From an optimization exercise on the open Yosys and OpenROAD flow, aimed at small area, a short achievable clock period and few clock cycles per item; shortcuts taken in it are not production practice.
The RTL was checked by simulation tests, not by an equivalence proof against the original design.
No activity file was given, so power comes from the tool's default toggle rates.

==> flow/design.v (excerpt) <==
module dirty_tracked_field_store_core
(
   input  wire logic                   clock,
   input  wire logic                   reset,
   input  wire logic                   req_tvalid,
   output logic                        req_tready,
   input  wire logic [REQ_TDATA_W-1:0] req_tdata,
   input  wire logic [CMD_W-1:0]       req_tuser,
   output logic                        rsp_tvalid,
   input  wire logic                   rsp_tready,
   output logic [RSP_TDATA_W-1:0]      rsp_tdata,
   output logic [ST_W-1:0]             rsp_tuser,
   output logic                        rsp_tlast,
   input  wire logic                   csr_valid,
   output logic                        csr_ready,
   input  wire logic [0:0]             csr_index,
   input  wire logic [CNT_W-1:0]       csr_data
);
   logic [CNT_W-1:0]  count_ff;
   logic              world_ff;
   logic [CNT_W-1:0]  eff_cnt;
   logic              seq_valid;
   logic              hold, hold_next;
   dtfs_pkg::rsp_type seq_data, out_data;
   assign csr_ready = 1'b1;
   always_ff @(posedge clock) begin
      if (reset) begin
         count_ff <= FIELDS_RESET;
         world_ff <= 1'b0;
      end else if (csr_valid) begin
         if (csr_index == CSR_FIELDS_IN_USE) begin
            count_ff <= csr_data;
         end else begin
            world_ff <= csr_data[0];
         end
      end
   end
  ...
For scale: about 6800 cells after synthesis, about 2700 flip-flops, ~100000 um^2 of cells after synthesis.
clock: 8.0 ns
lec_check: 0
abc_clock_period_in_ps: 3000
cap_margin: 20
core_margin: 2
core_utilization: 66
cts_cluster_diameter: 60
cts_cluster_size: 30
place_density: 0.76
setup_slack_margin: 4.7
slew_margin: 20
tns_end_percent: 100
run.sh (not shown) runs the stock make flow with config.mk's settings and CLKGATE_MAP_FILE= SYNTH_SCRIPT=/design/flow/synth_recipe.tcl, a recipe that flattens the netlist after the stock synthesis.
Testbench counts at the start, summed over its fixed seeds: cycles 20,626, items 12,000.
Change:
--- a/flow/design.v
+++ b/flow/design.v
@@ -366,26 +366,26 @@
    logic [NR-1:0] nz_e_next, nz_o_next;
    logic [NF-1:0] w_all;
    always_comb begin
       nz_e_next = nz_e_ff;
       nz_o_next = nz_o_ff;
       if (we_e) begin
          nz_e_next[wa_e] = (wd_e != '0);
       end
       if (we_o) begin
          nz_o_next[wa_o] = (wd_o != '0);
       end
       for (int i = 0; i < NR; i++) begin
-         w_all[2*i]   = nz_e_next[i] & cnt_mask[2*i];
-         w_all[2*i+1] = nz_o_next[i] & cnt_mask[2*i+1];
+         w_all[2*i]   = nz_e_ff[i] & cnt_mask[2*i];
+         w_all[2*i+1] = nz_o_ff[i] & cnt_mask[2*i+1];
       end
    end
    always_comb begin
       w_src   = w_rest_ff;
       w_rest  = w_src & (w_src - 1'b1);
       w_one   = w_src & ~w_rest;
       w_empty = (w_src == '0);
       w_done  = !w_many;
       w_first = '0;
       for (int i = 0; i < NF; i++) begin
          if (w_one[i]) begin
             w_first = w_first | IDX_W'(i);
@@ -406,26 +406,26 @@
    logic accept, port_open;
    assign in_ready  = ready_ff;
    assign port_open = !w_busy;
    assign accept    = in_valid && adv && port_open;
    logic w_start_next, w_load_next, w_walk_next;
    always_comb begin
       w_start_next = w_start_ff;
       w_load_next  = w_load_ff;
       w_walk_next  = w_walk_ff;
       if (!w_busy) begin
          w_start_next = accept && (in_cmd == CMD_DUMP);
       end else if (adv) begin
-         w_start_next = 1'b0;
-         w_load_next  = w_start_ff;
+         w_start_next = w_start_ff && (we_e || we_o);
+         w_load_next  = w_start_ff && !(we_e || we_o);
          w_walk_next  = (w_load_ff || w_walk_ff) && !w_done;
       end
    end
    always_ff @(posedge clock) begin
       if (reset) begin
          nz_e_ff    <= '0;
          nz_o_ff    <= '0;
          chg_e_ff   <= '0;
          chg_o_ff   <= '0;
          c_set_e_ff <= 1'b0;
          c_set_o_ff <= 1'b0;
          pending_ff <= 1'b0;
=>
- The changed run produced a clean layout
- wire length went up by about 1%
- final area went up by about 0.3%
- setup slack improves by 0.028 ns
- die area hardly moves
- clock-buffer cell count went up by 15
- sequential share of layout area went down by 0.21 points
- non-clock buffer count went down by 25
- sequential cell count is unchanged
- total power went up by 3.2%
- worst hold slack degrades by 0.082 ns
Testbench counts after the change, summed over its fixed seeds: cycles 20,762, items 12,000.

-- re-timing with driven ports --
In the flow no input, the clock included, has a driving cell. The finished layouts below were timed again as built, in two steps.
Step 1 sets driving cells, clkbuf_16 on the clock port and buf_2 on the other inputs (assumed; they add their load-dependent delay and slew).
Step 2 adds t to the input delays and takes it off the output delays; t is the mean of the earliest and latest rising clock arrival at the registers after step 1. Input paths then give back, and output paths get back, about the clock's delay inside the block.
Slacks: ideal ports / drivers / drivers and shift; pairs: ideal ports / drivers.
| run | t, ns | slack for setup (ns) | slew at the worst register clock pin (ns) | worst slew at a driven data input, ns | cell pins on the clock port's net |
|---|---|---|---|---|---|
| the first run | 0.898 | 4.566 / 4.566 / 3.944 | 0.12 / 0.12 | 0.09 | 1 |
| the second run | 0.930 | 4.594 / 4.594 / 3.908 | 0.11 / 0.11 | 0.09 | 1 |
After both steps every run listed still meets setup and hold. The setup slack of the second run, which loses most, moves by 0.000 ns with the drivers and by -0.686 ns with both steps.
